This is an optimization exercise on Yosys and OpenROAD, whose aim is small area and a short achievable clock period, not a production implementation. The RTL was checked by simulation tests, not by an equivalence proof against the original design. Power figures rest on the tool's default switching activity, not on a simulated workload.

===== flow/design.v =====
package step_pkg;
  localparam int STEP_AXES = 4;
endpackage
module step_csr
(
  input  logic        rst,
  input  logic [7:0]  address,
  input  logic [31:0] writedata,
  input  logic        write,
  input  logic        read,
  output logic [3:0]  per_w,
  output logic [3:0]  per_k,
  output logic [3:0]  pul_w,
  output logic [3:0]  pul_k,
  output logic [3:0]  dir_w,
  output logic [3:0]  dir_k,
  output logic [3:0]  stop_nx,   
  output logic [3:0]  go_nx,
  output logic        err_nx,    
  output logic        wd_zero,   
  output logic        wd_hi,     
  output logic        rd_hold,   
  output logic        rd_err,    
  output logic [3:0]  rd_st,
  output logic [3:0]  rd_cnt,
  output logic [3:0]  rd_per,
  output logic [3:0]  rd_pul,
  output logic [3:0]  rd_dir
);
  logic [3:0] page;
  logic [3:0] off;
  logic       wr_ok;
  logic       rd_go;
  assign page  = address[7:4];
  assign off   = address[3:0];
  assign wr_ok = ~rst & write;
  assign rd_go = ~rst & read & ~write;
  assign wd_hi   = |writedata[31:1];
  assign wd_zero = ~wd_hi & ~writedata[0];
  assign err_nx  = write & ~((page[3:2] == 2'b00) &&
                             ((off == 4'd0) || (off == 4'd5) ||
                              (off == 4'd6) || (off == 4'd7)));
  assign rd_hold = ~rst & ~(read & ~write);
  assign rd_err  = rd_go & (page == 4'd15) & (off == 4'd0);
  always_comb
    for (int i = 0; i < 4; i++)
    begin
      per_w[i]   = wr_ok & (page == 4'(i)) & (off == 4'd5);
      per_k[i]   = ~rst & ~(write & (page == 4'(i)) & (off == 4'd5));
      pul_w[i]   = wr_ok & (page == 4'(i)) & (off == 4'd6);
      pul_k[i]   = ~rst & ~(write & (page == 4'(i)) & (off == 4'd6));
      dir_w[i]   = wr_ok & (page == 4'(i)) & (off == 4'd7);
      dir_k[i]   = ~rst & ~(write & (page == 4'(i)) & (off == 4'd7));
      stop_nx[i] = wr_ok & (page == 4'(i)) & (off == 4'd0) & writedata[0];
      go_nx[i]   = wr_ok & (page == 4'(i)) & (off == 4'd0) &
                   (writedata[1] | writedata[2]);
      rd_st[i]   = rd_go & (page == 4'(i)) & (off == 4'd2);
      rd_cnt[i]  = rd_go & (page == 4'(i)) & (off == 4'd4);
      rd_per[i]  = rd_go & (page == 4'(i)) & (off == 4'd5);
      rd_pul[i]  = rd_go & (page == 4'(i)) & (off == 4'd6);
      rd_dir[i]  = rd_go & (page == 4'(i)) & (off == 4'd7);
    end
endmodule
import step_pkg::*;
module step_axis
(
  input  logic        clk,
  input  logic        rst,
  input  logic [31:0] wd,        
  input  logic        wd_zero,   
  input  logic        wd_hi,     
  input  logic        per_w,     
  input  logic        per_k,     
  input  logic        pul_w,
  input  logic        pul_k,
  input  logic        dir_w,
  input  logic        dir_k,
  input  logic        stop,      
  input  logic        go,        
  input  logic        go_free,   
  output logic [1:0]  state,
  output logic [31:0] count,
  output logic [31:0] period,
  output logic [31:0] pulses,
  output logic        cfg_dir,
  output logic        step,
  output logic        dir,
  output logic        enable
);
  function automatic logic [31:0] inc32(input logic [31:0] a);
    logic [7:0] ga;
    logic [7:0] ci;
    for (int j = 0; j < 8; j++)
      ga[j] = &a[4*j +: 4];
    ci[0] = 1'b1;
    for (int j = 1; j < 8; j++)
      ci[j] = ci[j-1] & ga[j-1];
    for (int j = 0; j < 8; j++)
    begin
      inc32[4*j]   = a[4*j]   ^ ci[j];
      inc32[4*j+1] = a[4*j+1] ^ (ci[j] & a[4*j]);
      inc32[4*j+2] = a[4*j+2] ^ (ci[j] & a[4*j] & a[4*j+1]);
      inc32[4*j+3] = a[4*j+3] ^ (ci[j] & a[4*j] & a[4*j+1] & a[4*j+2]);
    end
  endfunction
  function automatic logic ge32(input logic [31:0] a, input logic [31:0] b);
    logic [31:0] g, p, gn, pn;
    for (int i = 0; i < 32; i++)
    begin
      g[i] = a[i] & ~b[i];
      p[i] = ~(a[i] ^ b[i]);
    end
    g[0] = g[0] | p[0];
    p[0] = 1'b0;
    for (int s = 1; s < 32; s = s * 2)
    begin
      gn = g;
      pn = p;
      for (int i = 0; i < 32; i++)
        if ((i / s) % 2 == 1)
        begin
          gn[i] = g[i] | (p[i] & g[(i / s) * s - 1]);
          pn[i] = p[i] & p[(i / s) * s - 1];
        end
      g = gn;
      p = pn;
    end
    ge32 = g[31];
  endfunction
  logic        s_free;    
  logic        s_cnt;     
  logic [31:0] t_nx;      
  logic        per_hi;    
  logic        pul_zero;  
  logic        last;      
  logic        step_q;
  logic        idle;
  logic        entry;
  logic        nx_free;
  logic        nx_cnt;
  logic [31:0] period_d;
  logic [31:0] pulses_d;
  logic        per_hi_d;
  logic [31:0] t_inc;
  logic [31:0] c_inc;
  logic        t_run;     
  logic        t_eq;
  assign idle  = ~(s_free | s_cnt);
  assign entry = idle & go;
  assign nx_free = (entry & go_free) | (s_free & ~stop);
  assign nx_cnt  = (entry & ~go_free) |
                   (s_cnt & ~stop & ~pul_zero & ~(step_q & last));
  assign enable = nx_free | nx_cnt;
  assign step   = step_q;
  assign period_d = ({32{per_w}} & wd) | ({32{per_k}} & period);
  assign pulses_d = ({32{pul_w}} & wd) | ({32{pul_k}} & pulses);
  assign per_hi_d = (per_w & wd_hi) | (per_k & per_hi);
  assign t_inc = inc32(t_nx);
  assign c_inc = inc32(count);
  assign t_run = ~rst & ~step_q & ((s_free & ~stop) | (s_cnt & ~stop & ~pul_zero));
  assign t_eq = (t_nx[31:2] == period_d[31:2]) &
                (t_nx[1] == (period_d[1] | ~per_hi_d)) &
                (t_nx[0] == (period_d[0] & per_hi_d));
  logic cnt_s, cnt_k;
  assign cnt_s = ~(rst | entry) & step_q;
  assign cnt_k = ~(rst | entry) & ~step_q;
  always_ff @(posedge clk)
  begin
    period   <= period_d;
    pulses   <= pulses_d;
    per_hi   <= per_hi_d;
    pul_zero <= ~(pul_w | pul_k) | (pul_w & wd_zero) | (pul_k & pul_zero);
    cfg_dir  <= (dir_w & wd[0]) | (dir_k & cfg_dir);
    s_free   <= ~rst & nx_free;
    s_cnt    <= ~rst & nx_cnt;
    step_q   <= t_run & t_eq;
    last     <= ge32(c_inc, pulses_d);
    if (idle)
      t_nx <= 32'd1;
    else if (step_q)
      t_nx <= 32'd2;
    else
      t_nx <= t_inc;
    count    <= ({32{cnt_s}} & c_inc) | ({32{cnt_k}} & count);
    if (rst)
      dir <= 1'b0;
    else if (entry)
      dir <= cfg_dir;
  end
  assign state = {s_cnt, s_free};
endmodule
import step_pkg::*;
module step_top
(
  input  logic                      clk,
  input  logic                      rst,
  input  logic [7:0]                address,
  input  logic [31:0]               writedata,
  input  logic                      write,
  input  logic                      read,
  output logic [31:0]               readdata,
  output logic [4-1:0] step,
  output logic [4-1:0] dir,
  output logic [4-1:0] enable
);
  logic [3:0] per_w, per_k, pul_w, pul_k, dir_w, dir_k;
  logic [3:0] stop_nx, go_nx;
  logic       err_nx;
  logic       wd_zero;
  logic       wd_hi;
  logic       rd_hold;
  logic       rd_err;
  logic [3:0] rd_st, rd_cnt, rd_per, rd_pul, rd_dir;
  logic       wr_err;
  logic [3:0] c_stop;
  logic [3:0] c_go;       
  logic       c_free;     
  logic [3:0][1:0]  st;
  logic [3:0][31:0] cnt;
  logic [3:0][31:0] per;
  logic [3:0][31:0] pul;
  logic [3:0]       cdir;
  step_csr u_csr
  (
    .rst       (rst),
    .address   (address),
    .writedata (writedata),
    .write     (write),
    .read      (read),
    .per_w     (per_w),
    .per_k     (per_k),
    .pul_w     (pul_w),
    .pul_k     (pul_k),
    .dir_w     (dir_w),
    .dir_k     (dir_k),
    .stop_nx   (stop_nx),
    .go_nx     (go_nx),
    .err_nx    (err_nx),
    .wd_zero   (wd_zero),
    .wd_hi     (wd_hi),
    .rd_hold   (rd_hold),
    .rd_err    (rd_err),
    .rd_st     (rd_st),
    .rd_cnt    (rd_cnt),
    .rd_per    (rd_per),
    .rd_pul    (rd_pul),
    .rd_dir    (rd_dir)
  );
  always_ff @(posedge clk)
  begin
    wr_err <= ~rst & (wr_err | err_nx);
    c_free <= writedata[1];
    c_stop <= stop_nx;
    c_go   <= go_nx;
  end
  for (genvar i = 0; i < 4; i++)
  begin : g_axis
    step_axis u_axis
    (
      .clk     (clk),
      .rst     (rst),
      .wd      (writedata),
      .wd_zero (wd_zero),
      .wd_hi   (wd_hi),
      .per_w   (per_w[i]),
      .per_k   (per_k[i]),
      .pul_w   (pul_w[i]),
      .pul_k   (pul_k[i]),
      .dir_w   (dir_w[i]),
      .dir_k   (dir_k[i]),
      .stop    (c_stop[i]),
      .go      (c_go[i]),
      .go_free (c_free),
      .state   (st[i]),
      .count   (cnt[i]),
      .period  (per[i]),
      .pulses  (pul[i]),
      .cfg_dir (cdir[i]),
      .step    (step[i]),
      .dir     (dir[i]),
      .enable  (enable[i])
    );
  end
  logic [31:0] rd_d;
  always_comb
  begin
    rd_d = ({32{rd_hold}} & readdata) | {31'd0, rd_err & wr_err};
    for (int i = 0; i < 4; i++)
      rd_d = rd_d | ({32{rd_cnt[i]}} & cnt[i]) | ({32{rd_per[i]}} & per[i]) |
                    ({32{rd_pul[i]}} & pul[i]) | {30'd0, {2{rd_st[i]}} & st[i]} |
                    {31'd0, rd_dir[i] & cdir[i]};
  end
  always_ff @(posedge clk)
    readdata <= rd_d;
endmodule

===== flow/flow/run.sh =====
#!/bin/bash
# The standard layout, with plain buffers (not delay cells) on the ports so that
# repair can size them; every port still gets its buffer as in the standard flow.
set -euo pipefail
cd "$(dirname "$0")/.."
bash standard.sh "BUFFER_PORTS_ARGS=-buffer_cell sky130_fd_sc_hd__buf_2" finish > make_finish.log 2>&1

===== flow/standard.sh =====
#!/bin/bash
# synth_recipe.tcl (not shown) runs the flow's synth.tcl, then flattens the netlist and writes it again
# the make line also repeats each setting of config.mk as NAME=value (left out here)
make -C /OpenROAD-flow-scripts/flow DESIGN_CONFIG=/design/flow/config.mk WORK_HOME=/design/flow/orfs CLKGATE_MAP_FILE= SYNTH_SCRIPT=/design/flow/synth_recipe.tcl "${@:-finish}"

===== flow/config.mk =====
export PLATFORM = sky130hd
export DESIGN_NAME = step_top
export DESIGN_NICKNAME = step_top
export VERILOG_FILES = /design/flow/design.v
export SDC_FILE = /design/flow/constraint.sdc
export NUM_CORES = 4
export LEC_CHECK = 0
export ABC_AREA = 1
export CAP_MARGIN = 20
export CORE_MARGIN = 2
export CORE_UTILIZATION = 40
export CTS_CLUSTER_DIAMETER = 80
export CTS_CLUSTER_SIZE = 16
export SETUP_SLACK_MARGIN = 4.0
export SLEW_MARGIN = 20
export SYNTH_HIERARCHICAL = 1
export TNS_END_PERCENT = 5

===== flow/constraint.sdc =====
create_clock -name core_clock -period 7.0 [get_ports {clk}]
set_input_delay 1.4000 -clock core_clock [delete_from_list [all_inputs] [get_ports {clk}]]
set_output_delay 1.4000 -clock core_clock [all_outputs]
set_load 0.01 [all_outputs]

==> results.txt, run 1 <==
- Post-synthesis mux area share: 0%
- Starting density of the core: slightly above 40%
- Final Hold Fails: 0
- Critical-path cell list: buf_6 > nor2_4 > buf_4 > nand2_4 > buf_4 > nor3_1 > buf_4 > inv_6 > o21ai_1 > xor2_1 > nor2_1 > nand2_1 > nor2_1 > nand3_1 > nor2_1
- Clock latency at the later pin of the worst-skew pair: 0.62 ns
- Adder-cell area share of the yosys netlist: 12.6%
- Detailed-route wire length per cell: 22.0 µm
- 1st-pass router iterations: 6
- Hpwl dp: between 80000 and 90000 µm
- Layout area overhead: 15.1%
- Post-Synth Simple-Gate Area: roughly a fifth
- Most frequent cells in the layout: 926 x nand2_1, 676 x inv_1, 567 x dfxtp_1
- ANT nets after route: 0
- Worst Path Required: between 7 and 8 ns
- Unrepaired setup endpoints after global routing: true
- Worst Hold Depth: 2
- Fin Setup TNS: 0 ns
- Layout cell share with drive strength beyond 1: a little over an eighth
- Vias per cell: ~5.3
- #FFs+latches synth: between 500 and 600
- Critical path buffer and inverter count: 5
- Outcome: complete, no violations
- Commonest non-fill, non-tap cell in the layout: nand2_1
- Core Region: between 70000 and 80000 µm²
- DIE HEIGHT: ~280 µm
- Synth Area per Inst: 7.60 µm²
- CTS tree: built
- Io pins: between 80 and 90
- Ys Warns: 9
- Setup crit start: address[3]
- Startpoint types: input pin
- Crit Path Category: in -> reg
- Syn Nets: 4394
- Register-to-register setup slack: between 3 and 4 ns
- Clk slew on worst S/H paths: 0.08 ns
- Yosys cell types: 35
- R2R depth: 18
- Post-Route WL: between 100000 and 150000 µm
- Synthesized area: 30700 µm²
- Filler Cells Inserted: between 7000 and 8000
- Worst r2r src: g_axis[0].u_axis.count[1]
- Depth of the CTS H-tree: 2
- Die Area: around 79000 µm²
- Hold Path End: g_axis[3].u_axis.per_hi
- DRC: 0
- Dpl cells: between 5000 and 6000
- DR vias: 27600
- Final total power: about 6.2 mW
- GP Congestion: between 1 and 1.5
- Initial antenna violation count: 9
- Port Buffer Count: 87
- Final Setup Violations: 0
- Seq. cell area: 11800 µm²
- Minimum clock period: approximately 3.3 ns
- Worst Hold Launch: g_axis[3].u_axis.per_hi
- Worst-Margin Slew: between 1 and 1.5 ns
- Setup Skew: 0.0309 ns
- Gr usage total: 28.4%
- Peak VDD IR: ~0.00015 V
- First-pass GRT wire length: roughly 160000 µm
- CP max FO: 29
- Nets: approximately 4500
- Clock buffer depth: 3
- Post-Syn Instances: between 4000 and 5000
- Compound-cell area share of the yosys netlist: 12.7%
- Leak: between 15 and 20 nW
- CP peak stage delay: roughly 0.45 ns
- Final Non-Filler Cells: a little over 5000
- Slowest CP cell: o21ai_1
- Worst slew margin: between 30% and 40%
- Worst Hold Class: reg -> reg
- XOR/XNOR share of the synthesized area: approximately 3.7%
- Root Buffer: clkbuf_16
- Largest family of logic cells by synthesized area: simple AND/OR/NAND/NOR gates
- Period Utilization, post-route: 47.2%
- CP endpoint kind: register
- R2R Path End: g_axis[0].u_axis.last
- Multi-input logic area: 16700 µm²
- Seq/Total Area, Yosys: between 30% and 40%
- TritonCTS buffer count: between 40 and 50
- Largest net degree at the start of global routing: 38
- # rows: roughly 100
- Max cap viols: 0
- Die width: roughly 280 µm
- Fin. max-slew vios: 0
- Number of global-route vias before repair: ~26000
- Crit path DAT: 3.83 ns
- Post-CTS Hold Fix Bufs: 0
- Delay-heaviest family, CP: simple AND/OR/NAND/NOR gates
- Cell Pwr Density: 175 nW/µm²
- Starting DRT DRC Count: approximately 2800
- Fmax: between 300 and 400 MHz
- CTS Sinks: 586
- Grt total ovfl: 0
-- modules after synthesis, one instance, submodules excluded --
module | cell area, µm² | cells inside | flip-flops and latches
step_axis | 6540 | 790 | 136
step_top | 3890 | 731 | 42
step_csr | 666 | 151 | 0
-- sequential cells by signal, indices dropped and copies added, names as in the netlist, 32 cells and up --
signal and count:
g_axis.u_axis.pulses 128, g_axis.u_axis.t_nx 128, readdata 32, g_axis.u_axis.period 128, g_axis.u_axis.count 128
-- synthesized netlist by cell type --
cell type | n | share of area (%)
a211oi_1 | 4 | 0.098
a21oi_1 | 122 | 2.0
a22o_1 | 4 | 0.11
a32o_1 | 104 | 3.4
and3_1 | 4 | 0.081
buf_2 | 39 | 0.64
buf_4 | 8 | 0.20
buf_6 | 31 | 1.1
buf_8 | 4 | 0.20
clkbuf_1 | 63 | 0.77
dfxtp_1 | 586 | 38
ha_1 | 308 | 13
inv_1 | 699 | 8.5
inv_2 | 8 | 0.098
nand2_1 | 939 | 11
nand2_2 | 3 | 0.061
nand3_1 | 145 | 2.4
nand3_2 | 4 | 0.13
nand3b_1 | 6 | 0.15
nand4_1 | 63 | 1.3
nor2_1 | 372 | 4.5
nor2_2 | 1 | 0.020
nor3_1 | 52 | 0.85
nor3_2 | 1 | 0.033
nor3_4 | 3 | 0.16
nor4_1 | 8 | 0.16
o211ai_1 | 12 | 0.29
o21ai_0 | 93 | 1.5
o21ai_1 | 52 | 0.85
o21ai_2 | 36 | 1.0
o21bai_1 | 4 | 0.098
o22ai_1 | 124 | 2.5
o22ai_4 | 12 | 0.78
xnor2_1 | 56 | 1.6
xor2_1 | 72 | 2.1
-- timing repair --
action / CTS / global route
cloned: 16 / 0
endpoints found under the setup margin: 205 / 44
setup buffers: 57 / 14
resized for setup: 198 / 93
pin swaps: 44 / 37
-- worst max-delay path by stage --
stage                                          to  slack, ns  cells after the start
final                     g_axis[2].u_axis.step_q       3.70                     15
after global routing        g_axis[2].u_axis.last       3.56                     15
after CTS                               enable[2]       3.82                      8
after detailed placement    g_axis[2].u_axis.last       2.22                     18
after global placement      g_axis[1].u_axis.last       2.25                     18
after floorplan             g_axis[0].u_axis.last       3.55                     19
-- power breakdown --
part / total [mW] / internal (mW) / switching [mW]
logic: 0.288 / 0.0686 / 0.219
clock network: 2.53 / 1.25 / 1.28
registers: 3.35 / 3.34 / 0.0113
-- cells by family after synthesis --
logic type               Yosys count
flip-flops                       586
AND/OR/NAND/NOR                 1601
AO/OA/AOI/OAI                    567
buffers and inverters            852
XOR/XNOR                         128
adder cells (fa/ha/maj)          308
-- layout make-up --
type                       instances  area share, %
clock inverter                     9          0.329
clock buffer                      48           3.27
timing repair inverter            10          0.241
inverter                         707           7.91
antenna                            6         0.0425
multi-input combinational       2608           47.3
timing repair buffer             189           3.98
sequential                       586           33.3
tap                             1030           3.65
-- through the flow --
stage	hold slack [ns]	util (%)	setup WS, ns	area [µm²]
global route	0.485	46.5	3.56	35300
global placement	0.446	42.0	2.25	31900
finish	0.468	46.5	3.70	35300
detailed placement	0.450	42.0	2.22	31900
floorplan	0.434	-	3.55	30800
CTS	0.469	45.7	3.82	34700
-- tightest hold or removal path, cell delays in order, from the launching register on --
cell and delay, ns:
dfxtp_1 0.32, nand2_1 0.06, o21ai_2 0.06
-- layer usage --
metal / GRT usage [%] / share of wire [%] / wire [µm] / vias to the layer above
met1: 35.4 / 40 / 45800 / 12900
met5: 1.06 / 0.23 / 263 / -
met2: 44.8 / 44 / 49900 / 1121
met4: 18.2 / 7.2 / 8250 / 10
li1: - / - / - / 13300
met3: 5.66 / 8.8 / 10000 / 317
==> inputs of run 2 (changes only) <==
--- a/flow/design.v
+++ b/flow/design.v
@@ -63,2 +63,15 @@
 endmodule
+module step_hold32
+(
+  input  logic        clk,
+  input  logic        ld,
+  input  logic        kp,
+  input  logic [31:0] d,
+  output logic [31:0] nx,
+  output logic [31:0] q
+);
+  assign nx = ({32{ld}} & d) | ({32{kp}} & q);
+  always_ff @(posedge clk)
+    q <= nx;
+endmodule
 import step_pkg::*;
@@ -154,4 +167,4 @@
   assign step   = step_q;
-  assign period_d = ({32{per_w}} & wd) | ({32{per_k}} & period);
-  assign pulses_d = ({32{pul_w}} & wd) | ({32{pul_k}} & pulses);
+  step_hold32 u_period (.clk(clk), .ld(per_w), .kp(per_k), .d(wd), .nx(period_d), .q(period));
+  step_hold32 u_pulses (.clk(clk), .ld(pul_w), .kp(pul_k), .d(wd), .nx(pulses_d), .q(pulses));
   assign per_hi_d = (per_w & wd_hi) | (per_k & per_hi);
@@ -166,6 +179,5 @@
   assign cnt_k = ~(rst | entry) & ~step_q;
+  step_hold32 u_count (.clk(clk), .ld(cnt_s), .kp(cnt_k), .d(c_inc), .nx(), .q(count));
   always_ff @(posedge clk)
   begin
-    period   <= period_d;
-    pulses   <= pulses_d;
     per_hi   <= per_hi_d;
@@ -183,3 +195,2 @@
       t_nx <= t_inc;
-    count    <= ({32{cnt_s}} & c_inc) | ({32{cnt_k}} & count);
     if (rst)
@@ -191,2 +202,21 @@
 endmodule
+module step_readback
+(
+  input  logic              clk,
+  input  logic              hold,
+  input  logic [11:0]       sel,    
+  input  logic [11:0][31:0] word,
+  input  logic [1:0]        low,    
+  output logic [31:0]       q
+);
+  logic [31:0] nx;
+  always_comb
+  begin
+    nx = ({32{hold}} & q) | {30'd0, low};
+    for (int k = 0; k < 12; k++)
+      nx = nx | ({32{sel[k]}} & word[k]);
+  end
+  always_ff @(posedge clk)
+    q <= nx;
+endmodule
 import step_pkg::*;
@@ -283,13 +313,20 @@
   end
-  logic [31:0] rd_d;
+  logic [11:0]       rsel;
+  logic [11:0][31:0] rword;
+  logic [1:0]        rlow;
   always_comb
   begin
-    rd_d = ({32{rd_hold}} & readdata) | {31'd0, rd_err & wr_err};
+    rlow = {1'b0, rd_err & wr_err};
     for (int i = 0; i < 4; i++)
-      rd_d = rd_d | ({32{rd_cnt[i]}} & cnt[i]) | ({32{rd_per[i]}} & per[i]) |
-                    ({32{rd_pul[i]}} & pul[i]) | {30'd0, {2{rd_st[i]}} & st[i]} |
-                    {31'd0, rd_dir[i] & cdir[i]};
+    begin
+      rsel[3*i]    = rd_cnt[i];
+      rsel[3*i+1]  = rd_per[i];
+      rsel[3*i+2]  = rd_pul[i];
+      rword[3*i]   = cnt[i];
+      rword[3*i+1] = per[i];
+      rword[3*i+2] = pul[i];
+      rlow = rlow | ({2{rd_st[i]}} & st[i]) | {1'b0, rd_dir[i] & cdir[i]};
+    end
   end
-  always_ff @(posedge clk)
-    readdata <= rd_d;
+  step_readback u_rd (.clk(clk), .hold(rd_hold), .sel(rsel), .word(rword), .low(rlow), .q(readdata));
 endmodule
==> flow/flow/run.sh (replaced) <==
#!/bin/bash
# The standard layout with two changes:
# - synthesis is the standard flow's own script with one substitution (flow/mix_synth.tcl):
#   the small register and read-back modules are mapped with ORFS's ABC speed
#   script, the rest with its area script; flip-flops are mapped before that
#   step, so the registers are the standard synthesis's;
# - plain buffers (not delay cells) on the ports, so that repair can size them;
#   every port still gets its buffer as in the standard flow.
set -euo pipefail
cd "$(dirname "$0")/.."
W=$(pwd)
bash standard.sh "SYNTH_SCRIPT=$W/flow/mix_synth.tcl" \
  "BUFFER_PORTS_ARGS=-buffer_cell sky130_fd_sc_hd__buf_2" finish > make_finish.log 2>&1
==> flow/flow/mix_synth.tcl (new file) <==
# synth_recipe.tcl (the standard synthesis script) with one change: the
# final technology mapping maps the small register and read-back modules
# (step_hold32, step_readback) with ORFS's speed script and every other
# module with ORFS's area script. Flip-flops are mapped before this step, so
# the registers are exactly the standard synthesis's.
proc synth {args} { yosys synth -nofsm -noshare {*}$args }
proc abc {args} {
  set i [lsearch -exact $args -script]
  if {$i < 0} { yosys abc {*}$args; return }
  set fast $args
  set small $args
  lset fast [expr {$i + 1}] $::env(SCRIPTS_DIR)/abc_speed.script
  lset small [expr {$i + 1}] $::env(SCRIPTS_DIR)/abc_area.script
  yosys abc {*}$fast step_hold32 step_readback
  yosys abc {*}$small step_axis step_csr step_top
}
source $::env(SCRIPTS_DIR)/synth.tcl
# left out here: clear keep_hierarchy, flatten, clean up, hide names made inside functions, write 1_2_yosys.v
--- a/flow/config.mk
+++ b/flow/config.mk
@@ -11,4 +11,4 @@
 export CORE_UTILIZATION = 40
-export CTS_CLUSTER_DIAMETER = 80
-export CTS_CLUSTER_SIZE = 16
+export CTS_CLUSTER_DIAMETER = 100
+export CTS_CLUSTER_SIZE = 20
 export SETUP_SLACK_MARGIN = 4.0
@@ -16,2 +16,2 @@
 export SYNTH_HIERARCHICAL = 1
-export TNS_END_PERCENT = 5
+export TNS_END_PERCENT = 0
==> results.txt, run 2 <==
- Outcome: complete, no violations
- Clock buffer depth: 3
- Final Hold Fails: 0
- Depth of the CTS H-tree: 2
- ANT nets after route: 0
- Die Area: between 70000 and 80000 µm²
- 1st-pass router iterations: 8
- Worst-Margin Slew: approximately 0.86 ns
- Grt total ovfl: 0
- Critical-path cell list: buf_4 > buf_12 > inv_1 > nand3_1 > inv_1 > nand2_1 > nor2_1 > nand2_1 > nand2_1 > nor2_1 > nand3_1 > a21oi_1 > and3_1 > nand4_1
- Fin. max-slew vios: 0
- Most numerous cell in the Yosys netlist: dfxtp_1
- Pre-CTS setup slack: approximately 2.5 ns
- Compound-cell area share of the yosys netlist: roughly 20%
- Unrepaired setup endpoints after global routing: true
- Starting density of the core: about two fifths
- Filler Cells Inserted: 7062
- Clock power share: a little under two fifths
- CP max FO: 40
- Register-to-register setup slack: roughly 3.8 ns
- Leak: between 10 and 15 nW
- Worst Hold Class: reg -> reg
- Commonest cells in the netlist: 586 x dfxtp_1, 408 x inv_1, 396 x a22o_1
- Seq/Total Area, Yosys: 39.9%
- Worst slew margin: a little over two fifths
- R2R depth: 17
- Die width: ~280 µm
- Post-Place Cell Area: about 30000 µm²
- Async S/R FF share, synth: 0%
- Routing usage on met3: under 10%
- Io pins: between 80 and 90
- Flop pwr share: 58.8%
- Starting DRT DRC Count: roughly 2600
- Cell Pwr Density: around 170 nW/µm²
- Largest family of logic cells by synthesized area: compound AO/OA/AOI/OAI gates
- First-pass GRT wire length: roughly 150000 µm
- Number of global-route vias before repair: 22900
- Slowest CP cell: buf_12
- Crit path DAT: between 3 and 4 ns
- CP endpoint kind: register
- Worst Hold Depth: 2
- Post-synthesis mux area share: 0%
- Crit Path Category: in -> reg
- CTS Sinks: between 500 and 600
- Synth Area per Inst: around 9.1 µm²
- Fmax: around 290 MHz
- Post-CTS Hold Fix Bufs: 0
- Final Setup Violations: 0
- Post-Route WL: 103000 µm
- Met1 global-route usage: 36.7%
- Adder-cell area share of the yosys netlist: 13.1%
- Largest net degree at the start of global routing: between 40 and 50
- Synthesized area: between 20000 and 30000 µm²
- Setup ws final: 3.59 ns
- Setup Skew: ~0.02 ns
- R2R Path End: g_axis[3].u_axis.last
- Hpwl dp: ~73000 µm
- Nets: 3682
- GP Congestion: approximately 0.96
- XOR/XNOR share of the synthesized area: 3.33%
- Top FF cell, synth: dfxtp_1
- Worst r2r src: g_axis[3].u_axis.u_count.q[0]
- DIE HEIGHT: between 200 and 300 µm
- Initial antenna violation count: 3
- DRC: 0
- Crit path top cell by count: nand2_1
- Delay-heaviest family, CP: simple AND/OR/NAND/NOR gates
- Fin Setup TNS: 0 ns
- Vias per cell: between 5 and 6
- Most used routing layer: met2
- CP peak stage delay: a little over 0.3 ns
- Commonest non-fill, non-tap cell in the layout: dfxtp_1
- Layout cell share with drive strength beyond 1: roughly 12%
- # rows: just under 100
- Layout area overhead: 11.2%
- Gr usage total: a little over a quarter
- Max cap viols: 0
- Final instance area: 32700 µm²
- Worst Hold Launch: g_axis[1].u_axis.dir
- Final Non-Filler Cells: 4294
- TritonCTS buffer count: 35
- Yosys cell types: 38
- Largest area contributor in the netlist: dfxtp_1
- Dpl cells: about 4200
- #FFs+latches synth: 586
- Final core utilization: ~45%
- Met2 GRT Util: a little over two fifths
- Minimum clock period: between 3 and 4 ns
- Ys Warns: 11
- P_int: approximately 4.3 mW
- Synth top area share: 39.9%
- Worst Path Required: approximately 7.5 ns
- Post-synth EDFFs: 0
- Detailed-route wire length per cell: approximately 24 µm
- Core Region: around 73000 µm²
- Peak VDD IR: just under 0.0002 V
- Ranking of synthesized cells by area: dfxtp_1 40%, ha_1 13%, a22o_1 12%, inv_1 5.2%, nor2_1 4.5%
- Clk slew on worst S/H paths: about 0.08 ns
- Switching Share: between 20% and 30%
- Post-Synth Simple-Gate Area: between 10% and 20%
- Syn Nets: between 3000 and 4000
- Switching power: 1.34 mW
- Most frequent cells in the layout: 581 x dfxtp_1, 401 x inv_1, 393 x a22o_1
- Root Buffer: clkbuf_16
- CTS tree: built
- Post-Syn Instances: 3239
- Critical path buffer and inverter count: 4
- Port Buffer Count: 87
- DR vias: 24700
- Hold Path End: g_axis[1].u_axis.dir
- Combinational share of power: between 3 and 4%
- Startpoint types: input pin
- Period Utilization, post-route: between 40% and 50%
- Clock latency at the later pin of the worst-skew pair: ~0.59 ns
==> run 2: cell count changes in the layout (fill, tap and decap cells not counted), sizes merged, moves of 28 or more <==
cell    before  now
nand2      945  348
a22o         4  420
inv        710  413
o22ai      136    8
a32o       104    0
o21ai      181   81
a22oi        0   98
nand3      149   80
a21oi      122   72
a221oi       0   32
a222oi       0   30
and3         4   32
==> run 2: worst register-to-register path: cells and delay by family (launching register included) <==
| family | cells | cell delay, ns |
|---|---|---|
| DFF | 1 | 0.41 |
| xor gates and xnor gates | 1 | 0.11 |
| adders and majority gates | 5 | 1.00 |
| buffers and inverters | 1 | 0.21 |
| and+or+nand+nor | 10 | 1.44 |
==> run 2: power by group through the flow <==
stage | logic [mW] | registers, mW | clock network [mW]
after global placement | 0.170 | 3.42 | 0
after detailed placement | 0.170 | 3.42 | 0
after floorplan | 0.0839 | 3.42 | 0
after global routing | 0.205 | 3.34 | 2.29
final | 0.201 | 3.34 | 2.14
after CTS | 0.191 | 3.34 | 2.17
==> run 2: layout make-up <==
cell class / instances / area [µm²] / area share (%)
Clock inverter: 2 / 13.8 / 0.0420
Multi-Input combinational cell: 2106 / 15600 / 47.6
Tap cell: 959 / 1200 / 3.67
Inverter: 412 / 1570 / 4.80
Sequential cell: 586 / 11700 / 35.9
Timing Repair Buffer: 189 / 1690 / 5.16
Clock buffer: 39 / 943 / 2.88
Antenna cell: 1 / 2.50 / 0.00765
==> run 2: worst max-delay path by stage <==
stage | from | end | slack, ns | cells after the start
2_1_floorplan | address[7] | g_axis[3].u_axis.last | 3.64 | 17
5_1_grt | address[4] | g_axis[1].u_axis.last | 3.56 | 19
6_report | rst | u_rd.q[0] | 3.59 | 14
4_1_cts | address[2] | g_axis[3].u_axis.last | 3.74 | 18
3_3_place_gp | address[2] | g_axis[1].u_axis.last | 2.57 | 15
3_5_place_dp | address[2] | g_axis[1].u_axis.last | 2.55 | 15
==> run 2: Yosys stat by module, one instance, submodules excluded <==
| module | cells inside | area, µm² |
|---|---|---|
| step_top | 35 | 300 |
| step_readback | 329 | 2840 |
| step_csr | 151 | 666 |
| step_axis | 471 | 3430 |
| step_hold32 | 70 | 991 |
==> run 2: what timing repair did <==
item | 4_1_cts | 5_1_grt
pin swaps | 26 | 39
cloned | 9 | 0
buffers inserted | 34 | 19
gates resized for setup | 71 | 59
endpoints found under the setup margin | 61 | 48
==> run 2: stage by stage <==
step	total power [mW]	hold WS, ns
after floorplan	3.50	0.431
after global placement	3.59	0.441
after detailed placement	3.59	0.450
after CTS	5.70	0.468
after global routing	5.84	0.491
final	5.68	0.467
==> run 2: cell families (layout without fill, tap and decap cells) <==
logic type / after synthesis / in the layout
and+or+nand+nor: 923 / 925
AOI/OAI and AO/OA: 761 / 761
DFF: 586 / 586
buffers and inverters: 549 / 642
adders and majority gates: 308 / 308
xor gates and xnor gates: 112 / 112
other: 0 / 1
==> run 2: per-layer routing <==
metal | vias to the layer above | share of wire, %
met5 | - | 0
met4 | 0 | 5.0
met3 | 215 | 8.1
met2 | 1096 | 43
met1 | 11900 | 43
li1 | 11500 | -
==> inputs of run 3 (changes only) <==
--- a/flow/config.mk
+++ b/flow/config.mk
@@ -16,2 +16,2 @@
 export SYNTH_HIERARCHICAL = 1
-export TNS_END_PERCENT = 0
+export TNS_END_PERCENT = 5
==> results.txt, run 3 <==
- Post-synth EDFFs: 0
- Worst setup endpoint: g_axis[3].u_axis.last
- Switching power: 1.35 mW
- Dpl cells: approximately 4200
- Fin. max-slew vios: 0
- Register-to-register setup slack: ~3.8 ns
- Largest family of logic cells by synthesized area: compound AO/OA/AOI/OAI gates
- Largest net degree at the start of global routing: about 40
- Synth top area share: around 40%
- Minimum clock period: approximately 3.4 ns
- Final core utilization: between 40% and 50%
- Worst Hold Launch: g_axis[1].u_axis.dir
- Top FF cell, synth: dfxtp_1
- Crit path DAT: around 4 ns
- Fmax: 297 MHz
- Most numerous cell in the Yosys netlist: dfxtp_1
- Switching Share: between 20% and 30%
- Commonest non-fill, non-tap cell in the layout: dfxtp_1
- Combinational share of power: under 10%
- CTS tree: built
- Startpoint types: input pin
- Die width: ~280 µm
- Post-Syn Instances: between 3000 and 4000
- Root Buffer: clkbuf_16
- Setup crit start: address[7]
- #FFs+latches synth: 586
- Crit Path Category: in -> reg
- Port Buffer Count: 87
- Cell Pwr Density: about 170 nW/µm²
- DR vias: ~25000
- Grt total ovfl: 0
- Hold Slack: roughly 0.47 ns
- Post-Synth Simple-Gate Area: 14.1%
- Peak VDD IR: around 0.0002 V
- Starting DRT DRC Count: 2781
- Max cap viols: 0
- Die Area: 75800 µm²
- Final Hold Fails: 0
- Largest area contributor in the netlist: dfxtp_1
- R2R depth: 17
- Clock latency at the later pin of the worst-skew pair: 0.59 ns
- Pre-CTS setup slack: 2.55 ns
- DRC: 0
- GP Congestion: 0.958
- Core Region: 73000 µm²
- Fin Setup TNS: 0 ns
- Flop pwr share: 58.7%
- Ys Warns: 11
- Most frequent cells in the layout: 581 x dfxtp_1, 400 x inv_1, 393 x a22o_1
- Compound-cell area share of the yosys netlist: about a fifth
- Gr usage total: between 20% and 30%
- Setup Skew: 0.0228 ns
- Layout cell share with drive strength beyond 1: about an eighth
- Commonest cells in the netlist: 586 x dfxtp_1, 408 x inv_1, 396 x a22o_1
- Clock buffer depth: 3
- Clock power share: ~38%
- P_int: approximately 4.3 mW
- Clk slew on worst S/H paths: ~0.090 ns
- Unrepaired setup endpoints after global routing: true
- Post-Route WL: a little over 100000 µm
- First-pass GRT wire length: ~150000 µm
- Ranking of synthesized cells by area: dfxtp_1 40%, ha_1 13%, a22o_1 12%, inv_1 5.2%, nor2_1 4.5%
- ANT nets after route: 0
- Post-synthesis mux area share: 0%
- CTS Sinks: about 590
- Final Non-Filler Cells: about 4300
- Detailed-route wire length per cell: between 20 and 25 µm
- Starting density of the core: 40.3%
- Nets: about 3700
- CP endpoint kind: register
- Synthesized area: about 30000 µm²
- Worst-Margin Slew: approximately 0.92 ns
- XOR/XNOR share of the synthesized area: under 10%
- Leak: 14.3 nW
- Vias per cell: slightly below 6
- Worst Path Required: roughly 7.5 ns
- Number of global-route vias before repair: between 20000 and 25000
- Seq/Total Area, Yosys: between 30% and 40%
- Worst r2r src: g_axis[3].u_axis.u_count.q[0]
- 1st-pass router iterations: 7
- R2R Path End: g_axis[3].u_axis.last
- Outcome: complete, no violations
- Period Utilization, post-route: between 40% and 50%
- Yosys cell types: 38
- TritonCTS buffer count: 35
- Post-CTS Hold Fix Bufs: 0
- DIE HEIGHT: 275 µm
- Final Setup Violations: 0
- Final instance area: between 30000 and 40000 µm²
- Post-Place Cell Area: between 30000 and 40000 µm²
- Worst slew margin: 38.0%
- CP max FO: 5
- Setup ws final: roughly 3.6 ns
- Synth Area per Inst: between 9 and 10 µm²
- Final total power: between 5 and 6 mW
- Syn Nets: 3591
- Depth of the CTS H-tree: 2
- Layout area overhead: 11.9%
- # rows: 99
- Async S/R FF share, synth: 0%
- Worst Hold Class: reg -> reg
- Io pins: a little under 90
- Hpwl dp: between 70000 and 80000 µm
- Adder-cell area share of the yosys netlist: between 10% and 20%
- Initial antenna violation count: 3
-- run 3: cell types whose count changed in the layout (fill, tap and decap cells not counted), sizes merged --
| cell | previous run | this run |
|---|---|---|
| buf | 187 | 197 |
| diode | 1 | 3 |
| bufbuf | 1 | 0 |
| clkbuf | 40 | 41 |
-- run 3: layout make-up --
cell class | instances | area, µm²
Clock buffer | 39 | 943
Fill cell | 7039 | 40000
Inverter | 412 | 1580
Antenna cell | 3 | 7.51
Tap cell | 959 | 1200
Sequential cell | 586 | 11700
Clock inverter | 2 | 13.8
Multi-Input combinational cell | 2106 | 15600
Timing Repair Buffer | 199 | 1840
-- run 3: per-module statistics from Yosys (local to each module, per instance) --
module         area [µm²]  flops+latches  times used  cells inside
step_hold32           991             32          12            70
step_csr              666              0           1           151
step_readback        2840             32           1           329
step_top              300             10           1            35
step_axis            3430             40           4           471
-- run 3: critical path: stages --
cell and delay, ns:
buf_8 0.12, inv_16 0.05, nand2_8 0.06, nor3_4 0.26
nand2_4 0.12, nor3_4 0.22, buf_6 0.17, buf_12 0.11
buf_16 0.13, a22o_2 0.16, inv_1 0.06, ha_4 0.26
nand2_2 0.07, nor2_4 0.13, nand4_1 0.24, nor2_1 0.20
nand2_2 0.06, nand2_1 0.06
-- run 3: power groups by stage --
stage | Combinational, mW | Sequential (mW) | Clock, mW
global route | 0.210 | 3.34 | 2.29
finish | 0.205 | 3.34 | 2.15
detailed placement | 0.170 | 3.42 | 0
floorplan | 0.0839 | 3.42 | 0
CTS | 0.195 | 3.34 | 2.17
global placement | 0.170 | 3.42 | 0
-- run 3: metal layers --
metal | wire length, µm | vias up | global-route usage (%)
met1 | 44300 | 12000 | 37.0
met2 | 45400 | 1116 | 42.1
li1 | - | 11500 | -
met3 | 8920 | 213 | 3.73
met4 | 4560 | 0 | 10.7
met5 | 0 | - | 0
-- run 3: worst min path at each step --
stage,end,cells after the start
after floorplan,g_axis[0].u_axis.per_hi,2
after global placement,g_axis[0].u_axis.per_hi,2
after detailed placement,g_axis[0].u_axis.per_hi,2
after CTS,g_axis[2].u_axis.per_hi,2
after global routing,g_axis[2].u_axis.dir,2
final,g_axis[1].u_axis.dir,2
-- run 3: kinds of logic after synthesis --
group | Yosys count
flops | 586
compound gates | 761
fa+ha+maj | 308
buf+inv | 549
simple gates | 923
xor+xnor | 112
-- run 3: repair_timing --
action / 4_1_cts / 5_1_grt
endpoints found under the setup margin: 61 / 48
buffers inserted: 43 / 19
resized for setup: 95 / 48
gates cloned: 10 / 0
pin swaps: 48 / 43
==> inputs of run 4 (changes only) <==
--- a/flow/flow/run.sh
+++ b/flow/flow/run.sh
@@ -3,3 +3,3 @@
 # - synthesis is the standard flow's own script with one substitution (flow/mix_synth.tcl):
-#   the small register and read-back modules are mapped with ORFS's ABC speed
+#   the small register, read-back and bus-decode modules are mapped with ORFS's ABC speed
 #   script, the rest with its area script; flip-flops are mapped before that
--- a/flow/flow/mix_synth.tcl
+++ b/flow/flow/mix_synth.tcl
@@ -1,4 +1,4 @@
 # synth_recipe.tcl (the standard synthesis script) with one change: the
-# final technology mapping maps the small register and read-back modules
-# (step_hold32, step_readback) with ORFS's speed script and every other
+# final technology mapping maps the small register, read-back and decode modules
+# (step_hold32, step_readback, step_csr) with ORFS's speed script and every other
 # module with ORFS's area script. Flip-flops are mapped before this step, so
@@ -13,4 +13,4 @@
   lset small [expr {$i + 1}] $::env(SCRIPTS_DIR)/abc_area.script
-  yosys abc {*}$fast step_hold32 step_readback
-  yosys abc {*}$small step_axis step_csr step_top
+  yosys abc {*}$fast step_hold32 step_readback step_csr
+  yosys abc {*}$small step_axis step_top
 }
==> results.txt, run 4 <==
- Outcome: complete, no violations
- CP endpoint kind: register
- Initial antenna violation count: 6
- Io pins: between 80 and 90
- DRC: 0
- Startpoint types: input pin
- Unrepaired setup endpoints after global routing: true
- Most frequent cells in the layout: 584 x dfxtp_1, 391 x a22o_1, 387 x inv_1
- Filler Cells Inserted: about 7000
- Seq/Total Area, Yosys: roughly two fifths
- Fin Setup TNS: 0 ns
- Crit path DAT: roughly 3.9 ns
- Dpl cells: between 4000 and 5000
- First-pass GRT wire length: 153000 µm
- CP peak stage delay: 0.71 ns
- Core Region: between 70000 and 80000 µm²
- Cell Pwr Density: 176 nW/µm²
- Post-CTS Hold Fix Bufs: 0
- Leak: between 10 and 15 nW
- Top FF cell, synth: dfxtp_1
- Gr usage total: 27.4%
- Clk slew on worst S/H paths: around 0.09 ns
- 1st-pass router iterations: 9
- CTS Sinks: approximately 590
- ANT nets after route: 0
- Largest area contributor in the netlist: dfxtp_1
- Root Buffer: clkbuf_16
- DIE HEIGHT: approximately 280 µm
- Ranking of synthesized cells by area: dfxtp_1 40%, ha_1 13%, a22o_1 12%, inv_1 5.1%, nand2_1 4.3%
- Slowest CP cell: nor2_4
- Most numerous cell in the Yosys netlist: dfxtp_1
- Synth top area share: 39.9%
- # rows: between 90 and 100
- Worst r2r src: g_axis[3].u_axis.u_count.q[0]
- Post-Place Cell Area: about 30000 µm²
- Fin. max-slew vios: 0
- Worst-Margin Slew: roughly 1.0 ns
- Critical-path cell list: buf_2 > nor2b_1 > nand3b_1 > nor2_4 > buf_4 > a22oi_1 > nand3_1
- Port Buffer Count: 87
- Stages on the worst setup path: 7
- Die width: ~280 µm
- Commonest cells in the netlist: 586 x dfxtp_1, 396 x a22o_1, 396 x inv_1
- TritonCTS buffer count: 35
- #FFs+latches synth: a little under 600
- Setup crit start: address[2]
- Commonest non-fill, non-tap cell in the layout: dfxtp_1
- R2R Path End: g_axis[3].u_axis.last
- Crit Path Category: in -> reg
- Detailed-route wire length per cell: roughly 25 µm
- Period Utilization, post-route: between 40% and 50%
- Max cap viols: 0
- Hold Slack: ~0.48 ns
- R2R depth: 17
- Layout cell share with drive strength beyond 1: 12.1%
- Yosys cell types: 47
- Depth of the CTS H-tree: 2
- Worst Hold Launch: g_axis[1].u_axis.per_hi
- Largest net degree at the start of global routing: 35
- Grt total ovfl: 0
- Final total power: around 5.7 mW
- Delay-heaviest family, CP: simple AND/OR/NAND/NOR gates
- Critical path buffer and inverter count: 2
- GP Congestion: 0.941
- Final Hold Fails: 0
- Die Area: 75600 µm²
- Ys Warns: 11
- CTS tree: built
- Final Non-Filler Cells: 4267
- Worst setup endpoint: u_rd.q[5]
- Starting density of the core: between 40% and 50%
- Worst slew margin: a little under a third
- Clock latency at the later pin of the worst-skew pair: ~0.6 ns
- Post-synth EDFFs: 0
- Nets: approximately 3700
- Syn Nets: between 3000 and 4000
- Post-Route WL: about 110000 µm
- Layout area overhead: 10.8%
- Fmax: 293 MHz
- Starting DRT DRC Count: ~3100
- CP max FO: 19
- Hpwl dp: between 70000 and 80000 µm
- Vias per cell: roughly 5.8
- Final Setup Violations: 0
- Synth Area per Inst: just over 9 µm²
- Worst Hold Class: reg -> reg
- Register-to-register setup slack: around 3.8 ns
- Synthesized area: approximately 30000 µm²
- Setup Skew: 0.0222 ns
- Clock buffer depth: 3
- Worst Path Required: 7.52 ns
- Number of global-route vias before repair: approximately 23000
- Final instance area: roughly 33000 µm²
- DR vias: 24900
- Minimum clock period: roughly 3.4 ns
- Post-Syn Instances: 3203
- Async S/R FF share, synth: 0%
- Peak VDD IR: between 0.0002 and 0.00025 V
run 4: cell types whose count changed in the layout (fill, tap and decap cells not counted), sizes merged, moves of 3 or more:
cell	before	now
nor2	355	336
buf	197	180
nand3b	4	7
a21oi	72	88
and4bb	0	3
nand3	80	76
nor4	8	17
and2	4	7
inv	413	395
nand2	348	339
nor3	40	19
run 4: report_power, final:
group	total, mW	internal [mW]	switching (mW)
logic	0.230	0.0565	0.173
registers	3.34	3.34	0.00600
clock network	2.17	0.962	1.21
run 4: layout make-up:
type	count	area, µm²	area share [%]
tap	959	1200	3.69
multi-input combinational	2099	15600	48.0
clock buffer	39	943	2.90
antenna	3	7.51	0.0231
timing repair buffer	183	1540	4.74
inverter	396	1490	4.58
clock inverter	2	16.3	0.0500
sequential	586	11700	36.0
run 4: kinds of logic after synthesis:
logic type | share of synthesized area (%)
buffers and inverters | 9.00
flip-flops | 39.9
XOR/XNOR | 3.37
AO/OA/AOI/OAI | 20.7
adder cells (fa/ha/maj) | 13.1
AND/OR/NAND/NOR | 13.9
run 4: through the flow:
stage          util (%)  setup WS (ns)
2_1_floorplan         -           3.60
3_3_place_gp       41.6           2.44
3_5_place_dp       41.6           2.36
4_1_cts            44.0           3.75
5_1_grt            44.7           3.57
6_report           44.7           3.59
run 4: how the worst min path moves through the flow:
stage                                   end  slack [ns]  cells after the start
finish              g_axis[1].u_axis.per_hi        0.48                      2
floorplan           g_axis[0].u_axis.per_hi        0.43                      2
CTS                 g_axis[1].u_axis.per_hi        0.47                      2
global route        g_axis[3].u_axis.per_hi        0.49                      2
global placement    g_axis[3].u_axis.per_hi        0.44                      2
detailed placement  g_axis[3].u_axis.per_hi        0.45                      2
run 4: repair_timing:
item	in CTS	in global routing
setup buffers	34	30
resized for setup	70	48
setup endpoints to repair	45	44
pin swaps	27	34
cloned	12	3
run 4: modules after synthesis, one instance, submodules excluded:
| module | cells | area, µm² |
|---|---|---|
| step_top | 35 | 300 |
| step_hold32 | 70 | 991 |
| step_readback | 329 | 2840 |
| step_axis | 471 | 3430 |
| step_csr | 115 | 607 |
run 4: per-layer routing:
metal | track usage (%) | up-vias | part of all wire (%)
li1 | - | 11500 | -
met1 | 36.7 | 11900 | 42
met2 | 41.9 | 1256 | 42
met3 | 5.15 | 277 | 9.0
met4 | 14.1 | 2 | 6.1
met5 | 0 | - | 0.021
run 4: tightest hold or removal path: cells and delay by family (launching register included):
kind	cells	cell delay, ns
and+or+nand+nor	2	0.12
DFF	1	0.31
==> inputs of run 5 (changes only) <==
--- a/flow/config.mk
+++ b/flow/config.mk
@@ -16,2 +16,2 @@
 export SYNTH_HIERARCHICAL = 1
-export TNS_END_PERCENT = 5
+export TNS_END_PERCENT = 0
==> results.txt, run 5 <==
- Clock latency at the later pin of the worst-skew pair: approximately 0.60 ns
- #FFs+latches synth: slightly below 600
- Core Region: 72800 µm²
- Cell Pwr Density: approximately 180 nW/µm²
- Layout cell share with drive strength beyond 1: roughly an eighth
- Clock buffer depth: 3
- Detailed-route wire length per cell: around 25 µm
- Met2 GRT Util: between 40% and 50%
- Unrepaired setup endpoints after global routing: true
- # rows: between 90 and 100
- Setup Skew: between 0.02 and 0.03 ns
- CP peak stage delay: 0.68 ns
- CTS tree: built
- DIE HEIGHT: ~280 µm
- Synth top area share: approximately 40%
- Worst slew margin: a little under a third
- Worst-Margin Slew: 1.04 ns
- Fmax: approximately 300 MHz
- Largest area contributor in the netlist: dfxtp_1
- Yosys cell types: 47
- CP max FO: 19
- Fin. max-slew vios: 0
- TritonCTS buffer count: 35
- Synth Area per Inst: 9.17 µm²
- Nets: roughly 3700
- Max cap viols: 0
- Post-Route WL: ~110000 µm
- Vias per cell: ~5.8
- Met1 global-route usage: 36.7%
- Async S/R FF share, synth: 0%
- Ranking of synthesized cells by area: dfxtp_1 40%, ha_1 13%, a22o_1 12%, inv_1 5.1%, nand2_1 4.3%
- Starting density of the core: 40.3%
- Commonest non-fill, non-tap cell in the layout: dfxtp_1
- Startpoint types: input pin
- Seq/Total Area, Yosys: about two fifths
- Post-synth EDFFs: 0
- Crit Path Category: in -> reg
- Commonest cells in the netlist: 586 x dfxtp_1, 396 x a22o_1, 396 x inv_1
- ANT nets after route: 0
- DRC: 0
- Crit path DAT: 3.90 ns
- 1st-pass router iterations: 10
- Largest net degree at the start of global routing: 35
- Ys Warns: 11
- Filler Cells Inserted: 7156
- Post-Syn Instances: around 3200
- Die Area: between 70000 and 80000 µm²
- Routing usage on met3: under 10%
- Peak VDD IR: between 0.0002 and 0.00025 V
- Layout area overhead: 10.6%
- DR vias: ~25000
- Root Buffer: clkbuf_16
- Die width: roughly 280 µm
- Syn Nets: 3555
- Most used routing layer: met2
- Top FF cell, synth: dfxtp_1
- Number of global-route vias before repair: between 20000 and 25000
- Slowest CP cell: nor2_4
- Leak: about 14 nW
- Fin Setup TNS: 0 ns
- Final Setup Violations: 0
- Hpwl dp: 75200 µm
- Worst Path Required: about 7.5 ns
- Synthesized area: approximately 29000 µm²
- Depth of the CTS H-tree: 2
- Clk slew on worst S/H paths: around 0.090 ns
- Most numerous cell in the Yosys netlist: dfxtp_1
- Final Non-Filler Cells: 4267
- Dpl cells: between 4000 and 5000
- GP Congestion: about 0.94
- Period Utilization, post-route: 48.2%
- Grt total ovfl: 0
- Gr usage total: ~27%
- Starting DRT DRC Count: 2939
- Minimum clock period: around 3.4 ns
- CTS Sinks: between 500 and 600
- CP endpoint kind: register
- First-pass GRT wire length: 153000 µm
- Outcome: complete, no violations
- Port Buffer Count: between 80 and 90
- Critical-path cell list: buf_2 > nor2b_1 > nand3b_1 > nor2_4 > buf_4 > a22oi_1 > nand3_1
- Final Hold Fails: 0
- Worst Hold Class: reg -> reg
- Io pins: between 80 and 90
- Initial antenna violation count: 7
- Most frequent cells in the layout: 585 x dfxtp_1, 391 x a22o_1, 387 x inv_1
## run 5: cell families after synthesis
kind of cell,synth area share (%)
buf+inv,9.00
simple gates,13.9
xor+xnor,3.37
compound gates,20.7
flops,39.9
fa+ha+maj,13.1
## run 5: where the power goes
part / internal [mW] / switching [mW] / leakage (nW)
combinational: 0.0559 / 0.172 / 8.76
sequential: 3.34 / 0.00600 / 4.72
clock: 0.963 / 1.21 / 0.469
total: 4.35 / 1.39 / 13.9
## run 5: final cells by class
class                      count  area, µm²  share of cell area (%)
antenna                        5       12.5                  0.0385
timing repair buffer         181       1520                    4.66
clock inverter                 2       16.3                  0.0500
clock buffer                  39        943                    2.90
inverter                     396       1490                    4.58
multi-input combinational   2099      15600                    48.0
sequential                   586      11700                    36.1
tap                          959       1200                    3.69
## run 5: critical path, delay by kind of cell
kind                   cells  cell delay [ns]
AO/OA/AOI/OAI              1             0.18
AND/OR/NAND/NOR            4             1.75
buffers and inverters      2             0.54
## run 5: what timing repair did
item                       in CTS  in global routing
pin swaps                      27                 31
setup endpoints to repair      45                 44
cloned                         12                  3
hold buffers                    0                  0
setup buffers                  34                 28
gates resized for setup        70                 39
## run 5: path summary, 6_finish.rpt
check                                 from                      end  slack, ns  cells after the start
max                             address[2]                u_rd.q[5]       3.62                      7
min                g_axis[1].u_axis.per_hi  g_axis[1].u_axis.per_hi       0.48                      2
max reg2reg  g_axis[1].u_axis.u_count.q[0]    g_axis[1].u_axis.last       3.78                     16
min reg2reg        g_axis[1].u_axis.per_hi  g_axis[1].u_axis.per_hi       0.48                      2
## run 5: per-layer routing
metal  vias up  routed length [µm]
met4         0                6630
li1      11500                   -
met3       282               10200
met2      1221               45300
met5         -                   0
met1     11800               44700
## run 5: Yosys stat by module, one instance, submodules excluded
module / cells / times used / area, µm²
step_top: 35 / 1 / 300
step_axis: 471 / 4 / 3430
step_hold32: 70 / 12 / 991
step_readback: 329 / 1 / 2840
step_csr: 115 / 1 / 607
## run 5: per-stage QoR
stage | hold WS (ns) | power, mW | worst slack [ns] | cell area (µm²) | utilization [%]
after CTS | 0.473 | 5.74 | 3.75 | 32000 | 44.0
after global routing | 0.492 | 5.88 | 3.58 | 32500 | 44.6
after global placement | 0.443 | 3.59 | 2.44 | 30300 | 41.6
after floorplan | 0.431 | 3.49 | 3.60 | 29400 | -
after detailed placement | 0.453 | 3.59 | 2.36 | 30300 | 41.6
final | 0.476 | 5.74 | 3.62 | 32500 | 44.6
==> inputs of run 6 (changes only) <==
--- a/flow/config.mk
+++ b/flow/config.mk
@@ -16,2 +16,2 @@
 export SYNTH_HIERARCHICAL = 1
-export TNS_END_PERCENT = 0
+export TNS_END_PERCENT = 10
==> results.txt, run 6 <==
- Outcome: complete, no violations
- Depth of the CTS H-tree: 2
- Syn Nets: between 3000 and 4000
- Peak VDD IR: roughly 0.00023 V
- Yosys cell types: between 40 and 50
- Worst-Margin Slew: ~1.0 ns
- Post-Syn Instances: between 3000 and 4000
- Worst Path Required: roughly 7.5 ns
- Initial antenna violation count: 7
- 1st-pass router iterations: 7
- Synthesized area: between 20000 and 30000 µm²
- Top FF cell, synth: dfxtp_1
- Port Buffer Count: slightly below 90
- Cell Pwr Density: 175 nW/µm²
- Worst r2r src: g_axis[1].u_axis.u_count.q[0]
- Leak: around 14 nW
- Layout area overhead: 12.5%
- CTS Sinks: about 590
- DRC: 0
- Filler Cells Inserted: 7102
- Root Buffer: clkbuf_16
- DIE HEIGHT: approximately 280 µm
- Worst slew margin: 30.5%
- Setup crit start: address[2]
- Combinational share of power: ~4.4%
- Flop pwr share: between 50% and 60%
- Switching Share: between 20% and 30%
- CP max FO: 19
- Async S/R FF share, synth: 0%
- Core Region: 72800 µm²
- Vias per cell: around 5.8
- TritonCTS buffer count: 35
- Final core utilization: ~45%
- Largest net degree at the start of global routing: 35
- Die Area: 75600 µm²
- DR vias: approximately 25000
- Crit path DAT: roughly 3.9 ns
- GP Congestion: approximately 0.94
- Setup ws final: roughly 3.6 ns
- Final total power: 5.77 mW
- ANT nets after route: 0
- Startpoint types: input pin
- Clock latency at the later pin of the worst-skew pair: roughly 0.6 ns
- Grt total ovfl: 0
- Post-synth EDFFs: 0
- Fin. max-slew vios: 0
- Switching power: 1.40 mW
- Number of global-route vias before repair: 22800
- Io pins: 88
- Commonest cells in the netlist: 586 x dfxtp_1, 396 x a22o_1, 396 x inv_1
- Unrepaired setup endpoints after global routing: true
- Period Utilization, post-route: 48.4%
- Pre-CTS setup slack: between 2 and 2.5 ns
- P_int: between 4 and 5 mW
- Ys Warns: 11
- Worst Hold Launch: g_axis[1].u_axis.per_hi
- Hold Slack: around 0.48 ns
- Post-Route WL: between 100000 and 150000 µm
- Crit Path Category: in -> reg
- Layout cell share with drive strength beyond 1: 13.1%
- Nets: around 3700
- Seq/Total Area, Yosys: 39.9%
- Final Hold Fails: 0
- Fmax: 295 MHz
- #FFs+latches synth: around 590
- Detailed-route wire length per cell: between 20 and 30 µm
- Synth Area per Inst: ~9 µm²
- Starting density of the core: 40.3%
- Final Setup Violations: 0
- Fin Setup TNS: 0 ns
- Post-CTS Hold Fix Bufs: 0
- Minimum clock period: between 3 and 4 ns
- Clock power share: 37.7%
- CP endpoint kind: register
- Multi-input logic area: between 15000 and 20000 µm²
- Clk slew on worst S/H paths: around 0.090 ns
- Starting DRT DRC Count: about 3000
- First-pass GRT wire length: 155000 µm
- Most frequent cells in the layout: 582 x dfxtp_1, 391 x a22o_1, 385 x inv_1
- Seq. cell area: approximately 12000 µm²
- CTS tree: built
- Ranking of synthesized cells by area: dfxtp_1 40%, ha_1 13%, a22o_1 12%, inv_1 5.1%, nand2_1 4.3%
- Gr usage total: ~28%
- Commonest non-fill, non-tap cell in the layout: dfxtp_1
- Hpwl dp: ~75000 µm
- Die width: roughly 280 µm
- Largest area contributor in the netlist: dfxtp_1
- Synth top area share: about two fifths
- Setup Skew: roughly 0.028 ns
- Clock buffer depth: 3
- # rows: 99
- Worst Hold Class: reg -> reg
- Most numerous cell in the Yosys netlist: dfxtp_1
- Max cap viols: 0
-- run 6: path summary, 6_finish.rpt --
| kind | to | slack (ns) | cells past startpoint |
|---|---|---|---|
| max | u_rd.q[5] | 3.61 | 7 |
| min | g_axis[1].u_axis.per_hi | 0.48 | 2 |
| max reg2reg | g_axis[1].u_axis.last | 3.79 | 15 |
| min reg2reg | g_axis[1].u_axis.per_hi | 0.48 | 2 |
-- run 6: worst max-delay path, stage by stage --
cell and delay (ns):
buf_2 0.16, nor2b_1 0.30, nand3b_1 0.65, nor2_4 0.68, buf_4 0.38, a22oi_1 0.18, nand3_1 0.14
-- run 6: cell type report --
class                   count  area share, %
inverters                 396           4.51
flip-flops and latches    586           35.5
multi-input cells        2099           47.7
clock buffers              39           2.86
well taps                 959           3.63
clock inverters             2         0.0492
diodes                      3         0.0227
repair buffers            197           5.71
-- run 6: per-module statistics from Yosys, one instance, submodules excluded --
module | copies in the design | cells inside | cell area, µm² | flip-flops and latches
step_axis | 4 | 471 | 3430 | 40
step_readback | 1 | 329 | 2840 | 32
step_hold32 | 12 | 70 | 991 | 32
step_csr | 1 | 115 | 607 | 0
step_top | 1 | 35 | 300 | 10
-- run 6: cell families after synthesis --
logic type	after synthesis	share of synthesized area (%)
AND/OR/NAND/NOR	894	13.9
AO/OA/AOI/OAI	773	20.7
flip-flops	586	39.9
buffers and inverters	529	9.00
adder cells (fa/ha/maj)	308	13.1
XOR/XNOR	113	3.37
-- run 6: power by group through the flow --
stage / sequential [mW] / combinational (mW) / clock (mW)
after CTS: 3.34 / 0.218 / 2.20
after floorplan: 3.42 / 0.0773 / 0
after global routing: 3.34 / 0.254 / 2.31
after detailed placement: 3.42 / 0.170 / 0
final: 3.34 / 0.254 / 2.17
after global placement: 3.42 / 0.171 / 0
-- run 6: per-layer routing --
metal	wire length (µm)	part of all wire (%)	vias up	track usage, %
met2	45600	42	1326	42.1
met5	15	0.014	-	0
li1	-	-	11500	-
met4	7300	6.7	2	14.6
met3	10900	9.9	316	5.72
met1	45600	42	11900	37.4
-- run 6: through the flow --
step | std cells | instance area, µm²
floorplan | 3203 | 29400
global placement | 4144 | 30300
detailed placement | 4144 | 30300
CTS | 4255 | 32400
global route | 4278 | 33000
finish | 4281 | 33000
-- run 6: timing repair --
action / in CTS / in global routing
cloned: 16 / 5
pin swaps: 58 / 64
setup endpoints to repair: 45 / 44
gates resized for setup: 94 / 69
buffers inserted: 54 / 18
==> inputs of run 7 (changes only) <==
--- a/flow/config.mk
+++ b/flow/config.mk
@@ -10,3 +10,3 @@
 export CORE_MARGIN = 2
-export CORE_UTILIZATION = 40
+export CORE_UTILIZATION = 36
 export CTS_CLUSTER_DIAMETER = 100
@@ -16,2 +16,2 @@
 export SYNTH_HIERARCHICAL = 1
-export TNS_END_PERCENT = 10
+export TNS_END_PERCENT = 0
==> results.txt, run 7 <==
- Outcome: complete, no violations
- Layout cell share with drive strength beyond 1: about an eighth
- Unrepaired setup endpoints after global routing: true
- Final Setup Violations: 0
- Top FF cell, synth: dfxtp_1
- DRC: 0
- Largest net degree at the start of global routing: 35
- Setup Skew: approximately 0.022 ns
- Depth of the CTS H-tree: 2
- Synthesized area: roughly 30000 µm²
- Worst Path Required: around 7.5 ns
- Post-synth EDFFs: 0
- Synth Area per Inst: about 9.2 µm²
- # rows: roughly 100
- CP peak stage delay: 0.57 ns
- ANT nets after route: 0
- Minimum clock period: about 3.3 ns
- Seq. cell area: 11700 µm²
- Most frequent cells in the layout: 577 x dfxtp_1, 391 x a22o_1, 383 x inv_1
- Yosys cell types: 47
- Worst r2r src: g_axis[2].u_axis.u_count.q[0]
- DIE HEIGHT: 290 µm
- Fmax: slightly above 300 MHz
- TritonCTS buffer count: 35
- Multi-input logic area: roughly 16000 µm²
- Number of global-route vias before repair: approximately 24000
- Worst Hold Class: reg -> reg
- Worst-Margin Slew: ~1 ns
- Period Utilization, post-route: a little under half
- Fin. max-slew vios: 0
- Ranking of synthesized cells by area: dfxtp_1 40%, ha_1 13%, a22o_1 12%, inv_1 5.1%, nand2_1 4.3%
- First-pass GRT wire length: between 150000 and 200000 µm
- Starting DRT DRC Count: around 3000
- 1st-pass router iterations: 8
- Peak VDD IR: between 0.0001 and 0.00015 V
- Most numerous cell in the Yosys netlist: dfxtp_1
- Crit path DAT: 3.85 ns
- Root Buffer: clkbuf_16
- Delay-heaviest family, CP: simple AND/OR/NAND/NOR gates
- Vias per cell: 5.74
- Commonest cells in the netlist: 586 x dfxtp_1, 396 x a22o_1, 396 x inv_1
- Die Area: 83900 µm²
- Clock latency at the later pin of the worst-skew pair: approximately 0.6 ns
- Gr usage total: about a quarter
- Worst Hold Launch: g_axis[3].u_axis.per_hi
- Seq/Total Area, Yosys: around 40%
- Hold Path End: g_axis[3].u_axis.per_hi
- Starting density of the core: a little over a third
- R2R Path End: g_axis[2].u_axis.last
- Final Hold Fails: 0
- #FFs+latches synth: a little under 600
- Layout area overhead: 11.4%
- Post-Syn Instances: 3203
- Core Region: roughly 81000 µm²
- Die width: 290 µm
- DR vias: between 20000 and 30000
- Port Buffer Count: a little under 90
- Startpoint types: input pin
- Cell Pwr Density: ~180 nW/µm²
- Fin Setup TNS: 0 ns
- Slowest CP cell: or4_4
- CP max FO: 8
- Nets: 3646
- Initial antenna violation count: 6
- Grt total ovfl: 0
- Max cap viols: 0
- Syn Nets: 3555
- Post-Route WL: between 100000 and 150000 µm
- Clock buffer depth: 3
- Largest area contributor in the netlist: dfxtp_1
- Async S/R FF share, synth: 0%
- Io pins: slightly below 90
- Detailed-route wire length per cell: 25.3 µm
- Register-to-register setup slack: around 3.8 ns
- Synth top area share: approximately two fifths
- R2R depth: 17
- CP endpoint kind: register
- CTS tree: built
- Leak: around 14 nW
- Pre-CTS setup slack: approximately 2.4 ns
- Worst slew margin: between 30% and 40%
- Ys Warns: 11
- Crit Path Category: in -> reg
- Hpwl dp: between 70000 and 80000 µm
- Worst Hold Depth: 2
- CTS Sinks: between 500 and 600
- Critical path buffer and inverter count: 4
- Commonest non-fill, non-tap cell in the layout: dfxtp_1
- Setup ws final: ~3.7 ns
- GP Congestion: between 0.9 and 1
- Filler Cells Inserted: about 8000
- Clk slew on worst S/H paths: 0.10 ns
- Final core utilization: around two fifths
- Critical-path cell list: buf_12 > or4_4 > nor2_4 > a21oi_4 > buf_12 > buf_16 > a22o_2 > inv_1 > ha_4 > nand2_2 > nor2_2 > nand4_1 > nor2_2 > nand2_1 > nand2_1
==> run 7: cell count changes in the layout (fill, tap and decap cells not counted), moves of 5 or more <==
cell / change
dfxtp_1: -5
buf_4: -5
buf_12: -14
nand2_2: -6
nand2_1: +5
==> run 7: repair_timing <==
action,in CTS,in global routing
resized for setup,87,69
cloned,10,3
pin swaps,31,44
setup buffers,42,13
hold buffers,0,0
endpoints found under the setup margin,44,44
==> run 7: layout make-up <==
cell class	instances	area share (%)
multi-input combinational	2096	48.0
sequential	586	35.9
inverter	396	4.55
timing repair buffer	179	4.55
tap	1060	4.05
clock buffer	40	2.93
clock inverter	1	0.0344
antenna	2	0.0153
==> run 7: worst max path at each step <==
stage	start	to	depth (start not counted)	slack (ns)
floorplan	address[4]	g_axis[0].u_axis.last	15	3.60
global placement	address[0]	g_axis[3].u_axis.last	13	2.36
detailed placement	address[0]	g_axis[3].u_axis.last	13	2.37
CTS	address[7]	g_axis[0].u_axis.last	14	3.79
global route	address[6]	g_axis[0].u_axis.last	16	3.64
finish	address[6]	g_axis[0].u_axis.last	15	3.69
==> run 7: Yosys stat by module (local to each module, per instance) <==
| module | flops+latches | cells |
|---|---|---|
| step_top | 10 | 35 |
| step_csr | 0 | 115 |
| step_hold32 | 32 | 70 |
| step_readback | 32 | 329 |
| step_axis | 40 | 471 |
==> run 7: per-stage QoR <==
stage / instances / cell area (µm²) / total power, mW / hold WS, ns
2_1_floorplan: 3203 / 29400 / 3.49 / 0.431
3_3_place_gp: 4249 / 30400 / 3.60 / 0.440
3_5_place_dp: 4249 / 30500 / 3.60 / 0.447
4_1_cts: 4342 / 32300 / 5.74 / 0.466
5_1_grt: 4358 / 32700 / 5.87 / 0.508
6_report: 4360 / 32700 / 5.74 / 0.474
==> run 7: logic make-up after synthesis <==
family	synth area share, %
AND/OR/NAND/NOR	13.9
AO/OA/AOI/OAI	20.7
XOR/XNOR	3.37
adder cells (fa/ha/maj)	13.1
buffers and inverters	9.00
flip-flops	39.9
==> run 7: report_power, final <==
part | internal [mW] | total [mW] | switching (mW) | leakage, nW
Combinational | 0.0530 | 0.225 | 0.172 | 8.76
Sequential | 3.33 | 3.34 | 0.00626 | 4.72
Clock | 0.974 | 2.18 | 1.20 | 0.478
==> run 7: metal layers <==
layer | wire length, µm | track usage, % | vias to the layer above
met5 | 27 | 0 | -
met4 | 7430 | 14.9 | 4
met3 | 10000 | 4.54 | 331
met2 | 46900 | 38.8 | 1270
met1 | 45900 | 33.9 | 12000
li1 | - | - | 11400
==> run 7: worst reg2reg max path: stages, from the launching register on <==
cell	delay, ns
dfxtp_4	0.41
ha_4	0.17
nand3_4	0.10
nor4_4	0.28
buf_4	0.20
nand4_2	0.15
nor2_2	0.17
ha_1	0.16
ha_1	0.14
ha_1	0.18
xor2_2	0.09
ha_1	0.30
nand2_1	0.09
nor2_2	0.14
nand4_1	0.22
nor2_1	0.19
nand2_1	0.07
nand2_1	0.05

Re-timed with assumed drivers on the ports (clkbuf_16 on the clock, buf_2 on other inputs), run 7 has 3.710 ns of setup slack against 3.692 ns with ideal ports, and 3.061 ns once port delays also move by the mid clock arrival of 0.649 ns.
